This is an optimization exercise on Yosys and OpenROAD, whose aim is small area, not a production implementation. In this exercise RTL edits were held to simulation tests only and were not proved equivalent to the original. No activity file was given, so power comes from the tool's default toggle rates.

## run a
==> flow/design.v <==
`timescale 1ns/10ps
package lbus_rx_pkg;
	localparam int seg_count = 4;
	localparam int seg_bytes = 16;
	localparam int mty_width = 4;
	localparam int beat_bytes = seg_count * seg_bytes;
	typedef logic [seg_bytes*8-1:0] seg_data_t;
	typedef logic [seg_bytes-1:0] seg_keep_t;
	typedef logic [mty_width-1:0] seg_mty_t;
	typedef logic [beat_bytes*8-1:0] beat_data_t;
	typedef logic [beat_bytes-1:0] beat_keep_t;
endpackage
`timescale 1ns/10ps
module lbus_seg_decode (
	input logic rx_clk,
	input logic rst_n,
	input logic [lbus_rx_pkg::beat_bytes*8-1:0] rx_lbus_data,
	output logic [lbus_rx_pkg::beat_bytes*8-1:0] beat_data
);
	localparam int seg_bits = lbus_rx_pkg::seg_bytes * 8;
	localparam int seg_count = lbus_rx_pkg::seg_count;
	logic [lbus_rx_pkg::beat_bytes*8-1:0] data_1;
	always_ff @(posedge rx_clk) begin
		for (int k = 0; k < seg_count; k++)
			data_1[(seg_count-1-k)*seg_bits +: seg_bits] <= rx_lbus_data[k*seg_bits +: seg_bits];
		beat_data <= data_1;
	end
endmodule
`timescale 1ns/10ps
`timescale 1ns/10ps
`timescale 1ns/10ps
module lbus_rx_top #(
	parameter int rx_input_reg = 0,
	parameter int big_endian = 1
) (
	input logic rx_clk,
	input logic rst_n,
	input logic [lbus_rx_pkg::seg_count*lbus_rx_pkg::seg_bytes*8-1:0] rx_lbus_data,
	input logic [lbus_rx_pkg::seg_count-1:0] rx_lbus_ena,
	input logic [lbus_rx_pkg::seg_count-1:0] rx_lbus_eop,
	input logic [lbus_rx_pkg::seg_count*lbus_rx_pkg::mty_width-1:0] rx_lbus_mty,
	input logic [lbus_rx_pkg::seg_count-1:0] rx_lbus_err,
	output logic [lbus_rx_pkg::beat_bytes*8-1:0] m_axis_tdata,
	output logic [lbus_rx_pkg::beat_bytes-1:0] m_axis_tkeep,
	output logic m_axis_tlast,
	output logic m_axis_tvalid,
	output logic m_axis_tuser
);
	localparam int seg_count = lbus_rx_pkg::seg_count;
	logic [seg_count-1:0] ena_1, ena_2;
	logic [seg_count*4-1:0] ncnt_1, ncnt_2;
	logic last_1, last_2;
	logic user_2;
	logic err_1;
	logic pkt_err;
	logic any_last;
	logic any_err;
	assign any_last = |(rx_lbus_ena & rx_lbus_eop);
	assign any_err = |(rx_lbus_ena & rx_lbus_err);
	lbus_seg_decode i_decode (
		.rx_clk(rx_clk),
		.rst_n(rst_n),
		.rx_lbus_data(rx_lbus_data),
		.beat_data(m_axis_tdata)
	);
	always_ff @(posedge rx_clk) begin
		for (int k = 0; k < seg_count; k++)
			ncnt_1[4*k +: 4] <= ~(rx_lbus_mty[4*k +: 4] & {4{rx_lbus_eop[k]}});
		last_1 <= any_last;
		ncnt_2 <= ncnt_1;
		last_2 <= last_1;
		user_2 <= last_1 & err_1;
	end
	always_ff @(posedge rx_clk or negedge rst_n) begin
		if (!rst_n) begin
			ena_1 <= '0;
			ena_2 <= '0;
			err_1 <= 1'b0;
		end else begin
			ena_1 <= rx_lbus_ena;
			ena_2 <= ena_1;
			err_1 <= pkt_err | any_err;
		end
	end
	assign pkt_err = !last_1 & err_1;
	for (genvar k = 0; k < seg_count; k++) begin : g_seg
		logic e;
		logic na1, na0, nb1, nb0;
		logic [3:0] ng;  
		logic [2:0] nt;  
		logic [15:0] keep;
		assign e = ena_2[k];
		assign {na1, na0, nb1, nb0} = ncnt_2[4*k +: 4];
		assign ng[0] = ~(e & na1 & na0);
		assign ng[1] = ~(e & na1);
		assign ng[2] = ~(e & (na1 | na0));
		assign ng[3] = ~e;
		assign nt[0] = ~(nb1 & nb0);
		assign nt[1] = ~nb1;
		assign nt[2] = ~(nb1 | nb0);
		for (genvar h = 0; h < 4; h++) begin : g_grp
			for (genvar l = 0; l < 3; l++) begin : g_lane
				if (h == 0) begin : g_first
					assign keep[l] = ~(ng[0] | nt[l]);
				end else begin : g_rest
					assign keep[4*h+l] = ~(ng[h] | (ng[h-1] & nt[l]));
				end
			end
			assign keep[4*h+3] = ~ng[h];
		end
		assign m_axis_tkeep[(seg_count-1-k)*lbus_rx_pkg::seg_bytes +: lbus_rx_pkg::seg_bytes] = keep;
	end
	assign m_axis_tvalid = |ena_2;
	assign m_axis_tlast = last_2;
	assign m_axis_tuser = user_2;
endmodule
export LEC_CHECK = 0
export ABC_AREA = 1
export CAP_MARGIN = 20
export CORE_AREA = 5 5 555 125
export DIE_AREA = 0 0 560 130
export SLEW_MARGIN = 20
create_clock -name core_clock -period 3.5 [get_ports {rx_clk}]
standard.sh (not shown) runs the stock make flow with config.mk's settings and CLKGATE_MAP_FILE= SYNTH_SCRIPT=/design/flow/synth_recipe.tcl, a recipe that flattens the netlist after the stock synthesis.
==> flow/flow/run.sh <==
#!/bin/bash
# The standard layout, with an area-oriented ABC script in synthesis, the
# port buffers and the clock tree built from small cells. Runs in the standard flow's
# work folder; each tool's output goes to a log here.
set -euo pipefail
cat flow/synth_head.tcl synth_recipe.tcl > area_synth.tcl
export AREA_ABC_SCRIPT="$PWD/flow/area.script"
export BUFFER_PORTS_ARGS="-buffer_cell sky130_fd_sc_hd__buf_1"
export CTS_ARGS="-sink_clustering_enable -repair_clock_nets -dont_use_dummy_load -root_buf sky130_fd_sc_hd__clkbuf_16 -buf_list {sky130_fd_sc_hd__clkbuf_8} -sink_clustering_size 18 -sink_clustering_max_diameter 120"
bash standard.sh "SYNTH_SCRIPT=$PWD/area_synth.tcl" finish > standard.log 2>&1
==> flow/flow/area.script <==
strash
&get -n
&st
&synch2
&if -K 6 -a
&mfs
&st
&dch -f
&nf -a -R 1000
&put
topo
stime -c
==> flow/flow/synth_head.tcl <==
# Prepended to the standard flow's synthesis script: the same synthesis, except that the
# technology mapping uses area.script (an area-oriented ABC script) in place
# of ORFS's own.
proc abc {args} {
  set i [lsearch -exact $args -script]
  if {$i >= 0} { lset args [expr {$i+1}] $::env(AREA_ABC_SCRIPT) }
  yosys abc {*}$args
}
Edits applied to the flow inputs when going from run a to run b:
-- flow/design.v --
<<< run a, line 51
	logic [seg_count*4-1:0] ncnt_1, ncnt_2;
	logic last_1, last_2;
	logic user_2;
	logic err_1;
	logic pkt_err;
	logic any_last;
	logic any_err;
	assign any_last = |(rx_lbus_ena & rx_lbus_eop);
	assign any_err = |(rx_lbus_ena & rx_lbus_err);
>>> run b, line 51
	logic [seg_count*4-1:0] ncnt_1, ncnt_2;
	logic last_1, last_2;
	logic user_1, user_2;
	logic pkt_err;
	logic any_valid;
	logic any_last;
	logic any_err;
	assign any_valid = |rx_lbus_ena;
	assign any_last = |(rx_lbus_ena & rx_lbus_eop);
	assign any_err = |(rx_lbus_ena & rx_lbus_err);
<<< run a, line 68
			ncnt_1[4*k +: 4] <= ~(rx_lbus_mty[4*k +: 4] & {4{rx_lbus_eop[k]}});
		last_1 <= any_last;
		ncnt_2 <= ncnt_1;
		last_2 <= last_1;
		user_2 <= last_1 & err_1;
	end
	always_ff @(posedge rx_clk or negedge rst_n) begin
>>> run b, line 69
			ncnt_1[4*k +: 4] <= ~(rx_lbus_mty[4*k +: 4] & {4{rx_lbus_eop[k]}});
		last_1 <= any_last;
		user_1 <= any_last & (pkt_err | any_err);
		ncnt_2 <= ncnt_1;
		last_2 <= last_1;
		user_2 <= user_1;
	end
	always_ff @(posedge rx_clk or negedge rst_n) begin
<<< run a, line 76
			ena_1 <= '0;
			ena_2 <= '0;
			err_1 <= 1'b0;
		end else begin
			ena_1 <= rx_lbus_ena;
			ena_2 <= ena_1;
			err_1 <= pkt_err | any_err;
		end
	end
	assign pkt_err = !last_1 & err_1;
	for (genvar k = 0; k < seg_count; k++) begin : g_seg
		logic e;
>>> run b, line 78
			ena_1 <= '0;
			ena_2 <= '0;
			pkt_err <= 1'b0;
		end else begin
			ena_1 <= rx_lbus_ena;
			ena_2 <= ena_1;
			if (any_valid) begin
				pkt_err <= !any_last & (pkt_err | any_err);
			end
		end
	end
	for (genvar k = 0; k < seg_count; k++) begin : g_seg
		logic e;
Notes after the runs:
Run b vs run a, first-pass GRT wire length went up by 13 mm. Run b ends up with lower count of buffering cells on the critical path with inverters included than run a does. When the final numbers for run b and run a were put side by side, the combinational fraction of design power turned out to be smaller in run a. Run b vs run a: number of antenna violations at the first check in global routing up by more than 10%. Summary: worst setup slack, run b worse than run a. Higher cell depth of the worst setup path among run b and run a: run a. Compared run b vs run a, and smallest hold slack is down in run b.

afterwards: timing with drivers on the ports:
How much do the figures lean on ideal ports? The routed layouts below were timed once more, with nothing changed but the port constraints.
Step 1, drivers: a clkbuf_16 drives rx_clk and a buf_2 each remaining input, both assumed.
Step 2 times the ports against the registers' clock, not the clock port: input delays grow and output delays shrink by t, the midpoint of the rising clock arrivals with the driver on.
a / b / c = ideal ports / drivers / drivers and shift; a / b = the first two.
run	shift t [ns]	setup slack, ns	hold slack, ns
run a	0.631	0.845 / 0.799 / 1.430	0.170 / 0.150 / 0.316
run b	0.645	0.808 / 0.761 / 1.406	0.106 / 0.103 / 0.304
After both steps every run listed still meets setup and hold.
